Context: an optimization exercise on an open-source flow, tuned for small area, a short achievable clock period and few clock cycles per item. The choices shown serve that exercise and are no tape-out recipe.

rev 12:
==> flow/design.v <==
`timescale 1ns/1ps
`default_nettype none
module div_top (
    input  wire         clk,
    input  wire         rst_n,
    input  wire  [31:0] op1,     
    input  wire  [31:0] op2,     
    input  wire  [2:0]  funct3,
    input  wire         start,
    input  wire         ack,
    output logic [31:0] result,
    output logic        done
);
    localparam logic [1:0] S_IDLE = 2'd0, S_SETUP = 2'd1, S_ITER = 2'd2, S_NEG = 2'd3;
    localparam int DW = 33;              
    localparam int W  = 36;              
    logic [1:0]    st;
    logic [31:0]   a_r;    
    logic [DW-1:0] b_r;    
    logic [31:0]   q_r;    
    logic [1:0]    fn;     
    logic          a_ng;   
    logic          b_ng;   
    logic [3:0]    cnt;    
    logic          neg;    
    logic accept;
    assign accept = start && (st == S_IDLE) && (!done || ack);
    logic        sgn_i, an_i, bn_i, rem_i;
    logic        div0_i, ovfl_i, zq_i, fin_i;
    logic [31:0] imm_i;
    assign rem_i  = funct3[1];
    assign sgn_i  = !funct3[0];
    assign an_i   = sgn_i && op1[31];
    assign bn_i   = sgn_i && op2[31];
    assign div0_i = (op2 == 32'd0);
    assign ovfl_i = sgn_i && (op1 == 32'h8000_0000) && (op2 == 32'hffff_ffff);
    assign zq_i   = (op1 < op2) && !an_i && !bn_i;
    assign fin_i  = div0_i || ovfl_i || zq_i;
    assign imm_i[30:0] = rem_i ? op1[30:0] : {31{div0_i}};
    assign imm_i[31]   = (rem_i ? op1[31] : div0_i) ^ ovfl_i;
    logic        is_rem;
    logic [31:0] aa, bb;
    logic [6:0]  sh;
    logic [5:0]  sh_c;                   
    assign is_rem = fn[1];
    assign aa     = a_r + 32'(a_ng);     
    assign bb     = b_r[31:0] + 32'(b_ng);
    function automatic logic [5:0] top_bit(input logic [31:0] x);  
        logic [7:0] nz;
        logic [1:0] loc [0:7];
        logic [2:0] g;
        for (int i = 0; i < 8; i++) begin
            nz[i]  = |x[4*i +: 4];
            loc[i] = x[4*i+3] ? 2'd3 : x[4*i+2] ? 2'd2 : x[4*i+1] ? 2'd1 : 2'd0;
        end
        g[2] = |nz[7:4];
        g[1] = g[2] ? |nz[7:6] : |nz[3:2];
        g[0] = g[2] ? (g[1] ? nz[7] : nz[5]) : (g[1] ? nz[3] : nz[1]);
        top_bit = {~|nz, g, loc[g]};
    endfunction
    logic [5:0] ta, tb;
    assign ta = top_bit(a_r);
    assign tb = top_bit(b_r[31:0]);
    assign sh   = 7'(signed'(ta[5] ? 6'h3f : {1'b0, ta[4:0]}))
                - 7'(signed'(tb[5] ? 6'h3f : {1'b0, tb[4:0]})) + 7'(a_ng);
    assign sh_c = sh[6] ? 6'd0 : (sh[5] ? 6'd31 : sh[5:0]);
    logic [W-1:0] r0, d1, d2, cs_s, cs_c;
    logic [W:0]   t1, t2, t3;
    logic         ge1, ge2, ge3;
    logic [1:0]   qd;
    logic [31:0]  r_nx, qn;
    assign r0 = W'(a_r);
    assign d1 = W'(b_r);
    assign d2 = W'(b_r) << 1;
    assign cs_s = r0 ^ ~d1 ^ ~d2;
    assign cs_c = (r0 & ~d1) | (r0 & ~d2) | (~d1 & ~d2);
    assign t1 = {1'b0, r0} - {1'b0, d1};
    assign t2 = {1'b0, r0} - {1'b0, d2};
    assign t3 = {1'b0, cs_s} + {cs_c, 1'b1} + (W + 1)'(1);
    assign ge1 = !t1[W];
    assign ge2 = !t2[W];
    assign ge3 = !t3[W];
    always_comb begin
        if (ge3)      begin qd = 2'd3; r_nx = t3[31:0]; end
        else if (ge2) begin qd = 2'd2; r_nx = t2[31:0]; end
        else if (ge1) begin qd = 2'd1; r_nx = t1[31:0]; end
        else          begin qd = 2'd0; r_nx = a_r;      end
    end
    assign qn = {q_r[29:0], qd};
    always_ff @(posedge clk or negedge rst_n) begin
        if (!rst_n) begin
            st   <= S_IDLE;
            done <= 1'b0;
        end else begin
            case (st)
                S_IDLE: begin
                    if (accept) begin
                        st   <= fin_i ? S_IDLE : S_SETUP;
                        done <= fin_i;
                    end else if (ack) begin
                        done <= 1'b0;
                    end
                end
                S_SETUP: st <= S_ITER;
                S_ITER: begin
                    if (cnt == 4'd0) begin
                        if (neg) begin
                            st <= S_NEG;
                        end else begin
                            st   <= S_IDLE;
                            done <= 1'b1;
                        end
                    end
                end
                default: begin
                    st   <= S_IDLE;
                    done <= 1'b1;
                end
            endcase
        end
    end
    always_ff @(posedge clk) begin
        case (st)
            S_IDLE: begin
                if (accept) begin
                    q_r  <= imm_i;
                    fn   <= funct3[1:0];
                    a_ng <= an_i;
                    b_ng <= bn_i;
                end
            end
            S_SETUP: begin
                neg <= is_rem ? a_ng : (a_ng ^ b_ng);
            end
            S_ITER: begin
                q_r <= (cnt == 4'd0 && is_rem) ? r_nx : qn;
            end
            default: begin
                q_r <= ~q_r + 32'd1;
            end
        endcase
    end
    always_ff @(posedge clk) begin
        case (st)
            S_IDLE: begin
                a_r <= an_i ? ~op1 : op1;
                b_r <= DW'(bn_i ? ~op2 : op2);
            end
            S_SETUP: begin
                a_r <= aa;
                b_r <= DW'(bb) << {sh_c[4:1], 1'b0};
            end
            default: begin
                a_r <= r_nx;
                b_r <= b_r >> 2;
            end
        endcase
        cnt <= (st == S_SETUP) ? sh_c[4:1] : cnt - 4'd1;
    end
    assign result = q_r;
endmodule
`default_nettype wire
export LEC_CHECK = 0
export CAP_MARGIN = 20
export CORE_MARGIN = 2
export CORE_UTILIZATION = 40
export SLEW_MARGIN = 20
create_clock -name core_clock -period 17.5 [get_ports {clk}]
standard.sh (not shown) runs the stock make flow with config.mk's settings and CLKGATE_MAP_FILE= SYNTH_SCRIPT=/design/flow/synth_recipe.tcl, a recipe that flattens the netlist after the stock synthesis.
==> flow/flow/run.sh <==
#!/bin/bash
# standard layout (the standard.sh) with two changes to how it is made:
#  - the port buffers are buf_4 cells instead of the smallest buffer
#  - the timing repair is asked to leave MARGIN ns of setup slack at the design's
#    clock period (the constraints themselves are unchanged)
set -uo pipefail
MARGIN=12
bash standard.sh "BUFFER_PORTS_ARGS=-buffer_cell sky130_fd_sc_hd__buf_4" \
    SETUP_SLACK_MARGIN=$MARGIN finish > make_finish.log 2>&1
Rev 12 did not stop at any stage, and its layout met the timing, DRC and antenna checks.
## Diff of input files: rev 13 against rev 12
-- flow/design.v --
<<< rev 12, line 42
    logic [31:0] aa, bb;
    logic [6:0]  sh;
    logic [5:0]  sh_c;                   
    assign is_rem = fn[1];
    assign aa     = a_r + 32'(a_ng);     
>>> rev 13, line 42
    logic [31:0] aa, bb;
    logic [6:0]  sh;
    logic        sh_ng;
    logic [DW-1:0] b_al;                
    assign is_rem = fn[1];
    assign aa     = a_r + 32'(a_ng);     
<<< rev 12, line 62
    assign ta = top_bit(a_r);
    assign tb = top_bit(b_r[31:0]);
    assign sh   = 7'(signed'(ta[5] ? 6'h3f : {1'b0, ta[4:0]}))
                - 7'(signed'(tb[5] ? 6'h3f : {1'b0, tb[4:0]})) + 7'(a_ng);
    assign sh_c = sh[6] ? 6'd0 : (sh[5] ? 6'd31 : sh[5:0]);
    logic [W-1:0] r0, d1, d2, cs_s, cs_c;
    logic [W:0]   t1, t2, t3;
>>> rev 13, line 63
    assign ta = top_bit(a_r);
    assign tb = top_bit(b_r[31:0]);
    assign sh    = 7'({1'b0, ta[4:0]}) + 7'(a_ng) - 7'({1'b0, tb[4:0]});
    assign sh_ng = sh[6];
    assign b_al  = sh_ng ? DW'(bb) : DW'(bb) << {sh[4:1], 1'b0};
    logic [W-1:0] r0, d1, d2, cs_s, cs_c;
    logic [W:0]   t1, t2, t3;
<<< rev 12, line 149
            S_SETUP: begin
                a_r <= aa;
                b_r <= DW'(bb) << {sh_c[4:1], 1'b0};
            end
            default: begin
>>> rev 13, line 150
            S_SETUP: begin
                a_r <= aa;
                b_r <= b_al;
            end
            default: begin
<<< rev 12, line 156
            end
        endcase
        cnt <= (st == S_SETUP) ? sh_c[4:1] : cnt - 4'd1;
    end
    assign result = q_r;
>>> rev 13, line 157
            end
        endcase
        cnt <= (st == S_SETUP) ? (sh_ng ? 4'd0 : sh[4:1]) : cnt - 4'd1;
    end
    assign result = q_r;
Notes after the runs:
| share of the synthesized area in compound gates (AO/OA/AOI/OAI) | rev 13 vs rev 12 | 0.25 points higher |
Cmp rev 12 and rev 13 / worst-path maximum fanout / lower: rev 13
Summary of rev 13 over rev 12: post-route fraction of the period consumed by the critical path now sits at about the same level, shortest period the worst path allows now sits higher.
Synthesized cell count, rev 12 and rev 13: smaller value in rev 12
Rev 12 vs rev 13, library cell contributing the largest single delay on the critical path: sky130_fd_sc_hd__dfxtp_1 vs sky130_fd_sc_hd__nor4_1
Relative to rev 12, the path length in cells of the critical path of rev 13 is lower by 14.
Rev 13: PASS, flow complete, no timing, DRC or antenna violations
Compared with rev 12, rev 13 ends up with more cell area.
Rev 13 — sequential share of the synthesized area 0.40 points lower, rev 12 as reference
No functional check of the RTL was part of any run of this note.

== trial 21 ==
div_top, a different RTL version from the one above (not shown whole).
Size in the first run: about 2300 cells after synthesis, roughly 110 flip-flops, ~17000 um2 of cells after synthesis.
==> module div_top, before the edit <==
module div_top (
    input  wire         clk,
    input  wire         rst_n,
    input  wire  [31:0] op1,     
    input  wire  [31:0] op2,     
    input  wire  [2:0]  funct3,
    input  wire         start,
    input  wire         ack,
    output logic [31:0] result,
    output logic        done
);
    localparam logic [1:0] S_IDLE = 2'd0, S_SETUP = 2'd1, S_ITER = 2'd2, S_NEG = 2'd3;
    localparam int DW = 33;              
    localparam int W  = 36;              
    logic [1:0]    st;
    logic [31:0]   a_r;    
    logic [DW-1:0] b_r;    
    logic [31:0]   q_r;    
    logic [1:0]    fn;     
    logic          a_ng;   
    logic          b_ng;   
    logic [3:0]    cnt;    
    logic          neg;    
    logic accept;
    assign accept = start && (st == S_IDLE) && (!done || ack);
    logic        sgn_i, an_i, bn_i, rem_i;
    logic        div0_i, zq_i, fin_i;
    logic [31:0] imm_i;
    assign rem_i  = funct3[1];
    assign sgn_i  = !funct3[0];
    assign an_i   = sgn_i && op1[31];
    assign bn_i   = sgn_i && op2[31];
    assign div0_i = (op2 == 32'd0);
    assign zq_i   = (op1 < op2) && !an_i && !bn_i;
    assign fin_i  = div0_i || zq_i;
    assign imm_i = rem_i ? op1 : {32{div0_i}};
    logic        is_rem, ovfl;
    logic [31:0] aa, bb;
    logic [6:0]  sh;
    logic        sh_ng;
    logic [DW-1:0] b_al;                
    assign is_rem = fn[1];
    assign ovfl   = a_ng && b_ng && (a_r == 32'h7fff_ffff) && (b_r[31:0] == 32'd0);
    assign aa     = a_r + 32'(a_ng);     
    assign bb     = b_r[31:0] + 32'(b_ng);
    function automatic logic [5:0] top_bit(input logic [31:0] x);  
        logic [7:0] nz;
        logic [1:0] loc [0:7];
        logic [2:0] g;
        for (int i = 0; i < 8; i++) begin
            nz[i]  = |x[4*i +: 4];
            loc[i] = x[4*i+3] ? 2'd3 : x[4*i+2] ? 2'd2 : x[4*i+1] ? 2'd1 : 2'd0;
        end
        g[2] = |nz[7:4];
        g[1] = g[2] ? |nz[7:6] : |nz[3:2];
        g[0] = g[2] ? (g[1] ? nz[7] : nz[5]) : (g[1] ? nz[3] : nz[1]);
        top_bit = {~|nz, g, loc[g]};
    endfunction
    logic [5:0] ta, tb;
    assign ta = top_bit(a_r);
    assign tb = top_bit(b_r[31:0]);
    assign sh    = 7'({1'b0, ta[4:0]}) + 7'(a_ng) - 7'({1'b0, tb[4:0]});
    assign sh_ng = sh[6];
    assign b_al  = sh_ng ? DW'(bb) : DW'(bb) << {sh[4:1], 1'b0};
    logic [W-1:0] r0, d1, d2, cs_s, cs_c;
    logic [W:0]   t1, t2, t3;
    logic         ge1, ge2, ge3;
    logic [1:0]   qd;
    logic [31:0]  r_nx, qn;
    assign r0 = W'(a_r);
    assign d1 = W'(b_r);
    assign d2 = W'(b_r) << 1;
    assign cs_s = r0 ^ ~d1 ^ ~d2;
    assign cs_c = (r0 & ~d1) | (r0 & ~d2) | (~d1 & ~d2);
    assign t1 = {1'b0, r0} - {1'b0, d1};
    assign t2 = {1'b0, r0} - {1'b0, d2};
    assign t3 = {1'b0, cs_s} + {cs_c, 1'b1} + (W + 1)'(1);
    assign ge1 = !t1[W];
    assign ge2 = !t2[W];
    assign ge3 = !t3[W];
    always_comb begin
        if (ge3)      begin qd = 2'd3; r_nx = t3[31:0]; end
        else if (ge2) begin qd = 2'd2; r_nx = t2[31:0]; end
        else if (ge1) begin qd = 2'd1; r_nx = t1[31:0]; end
        else          begin qd = 2'd0; r_nx = a_r;      end
    end
    assign qn = {q_r[29:0], qd};
    always_ff @(posedge clk or negedge rst_n) begin
        if (!rst_n) begin
            st   <= S_IDLE;
            done <= 1'b0;
        end else begin
            case (st)
                S_IDLE: begin
                    if (accept) begin
                        st   <= fin_i ? S_IDLE : S_SETUP;
                        done <= fin_i;
                    end else if (ack) begin
                        done <= 1'b0;
                    end
                end
                S_SETUP: begin
                    if (ovfl) begin
                        st   <= S_IDLE;
                        done <= 1'b1;
                    end else begin
                        st <= S_ITER;
                    end
                end
                S_ITER: begin
                    if (cnt == 4'd0) begin
                        if (neg) begin
                            st <= S_NEG;
                        end else begin
                            st   <= S_IDLE;
                            done <= 1'b1;
                        end
                    end
                end
                default: begin
                    st   <= S_IDLE;
                    done <= 1'b1;
                end
            endcase
        end
    end
    always_ff @(posedge clk) begin
        case (st)
            S_IDLE: begin
                if (accept) begin
                    q_r  <= imm_i;
                    fn   <= funct3[1:0];
                    a_ng <= an_i;
                    b_ng <= bn_i;
                end
            end
            S_SETUP: begin
                q_r[31] <= q_r[31] ^ ovfl;
                neg     <= is_rem ? a_ng : (a_ng ^ b_ng);
            end
            S_ITER: begin
                q_r <= (cnt == 4'd0 && is_rem) ? r_nx : qn;
            end
            default: begin
                q_r <= ~q_r + 32'd1;
            end
        endcase
    end
    always_ff @(posedge clk) begin
        case (st)
            S_IDLE: begin
                a_r <= an_i ? ~op1 : op1;
                b_r <= DW'(bn_i ? ~op2 : op2);
            end
            S_SETUP: begin
                a_r <= aa;
                b_r <= b_al;
            end
            default: begin
                a_r <= r_nx;
                b_r <= b_r >> 2;
            end
        endcase
        cnt <= (st == S_SETUP) ? (sh_ng ? 4'd0 : sh[4:1]) : cnt - 4'd1;
    end
    assign result = q_r;
endmodule
Settings: LEC_CHECK=0, CAP_MARGIN=20, CORE_MARGIN=2, CORE_UTILIZATION=40, SLEW_MARGIN=20; clock period 17.5 ns.
==> flow/flow/run.sh <==
#!/bin/bash
# standard layout (the standard.sh) with two changes to how it is made:
#  - the port buffers are buf_4 cells instead of the smallest buffer
#  - the timing repair is asked to leave MARGIN ns of setup slack at the design's
#    clock period (the constraints themselves are unchanged)
set -uo pipefail
MARGIN=12.5
bash standard.sh "BUFFER_PORTS_ARGS=-buffer_cell sky130_fd_sc_hd__buf_4" \
    SETUP_SLACK_MARGIN=$MARGIN finish > make_finish.log 2>&1
Trial 21 | stages: all done | timing, DRC, antenna: all pass
For build 87, these inputs were changed with respect to trial 21:
--- a/flow/design.v
+++ b/flow/design.v
@@ -25,25 +25,26 @@
     logic          neg;    
     logic accept;
     assign accept = start && (st == S_IDLE) && (!done || ack);
     logic        sgn_i, an_i, bn_i, rem_i;
-    logic        div0_i, zq_i, fin_i;
+    logic        div0_i, ovfl_i, zq_i, fin_i;
     logic [31:0] imm_i;
     assign rem_i  = funct3[1];
     assign sgn_i  = !funct3[0];
     assign an_i   = sgn_i && op1[31];
     assign bn_i   = sgn_i && op2[31];
     assign div0_i = (op2 == 32'd0);
+    assign ovfl_i = sgn_i && (op1 == 32'h8000_0000) && (op2 == 32'hffff_ffff);
     assign zq_i   = (op1 < op2) && !an_i && !bn_i;
-    assign fin_i  = div0_i || zq_i;
-    assign imm_i = rem_i ? op1 : {32{div0_i}};
-    logic        is_rem, ovfl;
+    assign fin_i  = div0_i || ovfl_i || zq_i;
+    assign imm_i[30:0] = rem_i ? op1[30:0] : {31{div0_i}};
+    assign imm_i[31]   = (rem_i ? op1[31] : div0_i) ^ ovfl_i;
+    logic        is_rem;
     logic [31:0] aa, bb;
     logic [6:0]  sh;
     logic        sh_ng;
     logic [DW-1:0] b_al;                
     assign is_rem = fn[1];
-    assign ovfl   = a_ng && b_ng && (a_r == 32'h7fff_ffff) && (b_r[31:0] == 32'd0);
     assign aa     = a_r + 32'(a_ng);     
     assign bb     = b_r[31:0] + 32'(b_ng);
     function automatic logic [5:0] top_bit(input logic [31:0] x);  
         logic [7:0] nz;
@@ -100,16 +101,9 @@
                     end else if (ack) begin
                         done <= 1'b0;
                     end
                 end
-                S_SETUP: begin
-                    if (ovfl) begin
-                        st   <= S_IDLE;
-                        done <= 1'b1;
-                    end else begin
-                        st <= S_ITER;
-                    end
-                end
+                S_SETUP: st <= S_ITER;
                 S_ITER: begin
                     if (cnt == 4'd0) begin
                         if (neg) begin
                             st <= S_NEG;
@@ -136,10 +130,9 @@
                     b_ng <= bn_i;
                 end
             end
             S_SETUP: begin
-                q_r[31] <= q_r[31] ^ ovfl;
-                neg     <= is_rem ? a_ng : (a_ng ^ b_ng);
+                neg <= is_rem ? a_ng : (a_ng ^ b_ng);
             end
             S_ITER: begin
                 q_r <= (cnt == 4'd0 && is_rem) ? r_nx : qn;
             end
Findings:
The hold slack of build 87 is higher than that of trial 21.
Build 87 vs trial 21, design area went down by about 0.9%.
Build 87 ends up with lower critical path depth than trial 21 does.
Number of nets in the finished design: trial 21 vs build 87 — no meaningful difference
Diff trial 21 -> build 87 | relative area of non-clock buffer cells in the final design | decrease of 1.3 points
[compare] base=trial 21 new=build 87: headroom to the max-slew limit now smaller; worst setup slack now smaller; pre-CTS setup slack now larger; total area of sequential cells now smaller; total nets after synthesis now larger.
Changes observed in build 87 relative to trial 21: final wirelength went up by 360 um, endpoint required time on the critical path climbed 20 ps.
No run of this note included a check of the RTL's function; only the layout flow was run.

==> re-timing with driven ports <==
No port has a modelled driver above. Below, the same layouts with a new extraction and two added sets of constraints.
Step 1: set_driving_cell puts a clkbuf_16 on clk and a buf_2 on each other input, an assumption about the parent block.
Step 2 times the ports against the registers' clock, not the clock port: input delays grow and output delays shrink by t, the midpoint of the rising clock arrivals with the driver on.
Three values: ideal ports, drivers, drivers and shift; two values: the first two.
| run | shift t [ns] | setup slack, ns | hold WS [ns] | worst setup path at the end | cell pins on the clock port's net |
|---|---|---|---|---|---|
| rev 12 | 0.418 | 12.019 / 12.019 / 11.725 | 0.566 / 0.566 / 0.566 | input to register | 1 |
| rev 13 | 0.425 | 12.006 / 12.025 / 11.600 | 0.482 / 0.482 / 0.482 | input to register | 1 |
| trial 21 | 0.446 | 12.402 / 12.405 / 11.960 | 0.468 / 0.468 / 0.468 | input to register | 1 |
| build 87 | 0.428 | 12.044 / 12.061 / 11.633 | 0.480 / 0.480 / 0.480 | input to register | 1 |
After both steps every run listed still meets setup and hold. For trial 21, which loses most, drivers alone change the setup slack by +0.003 ns; drivers and shift together by -0.442 ns.
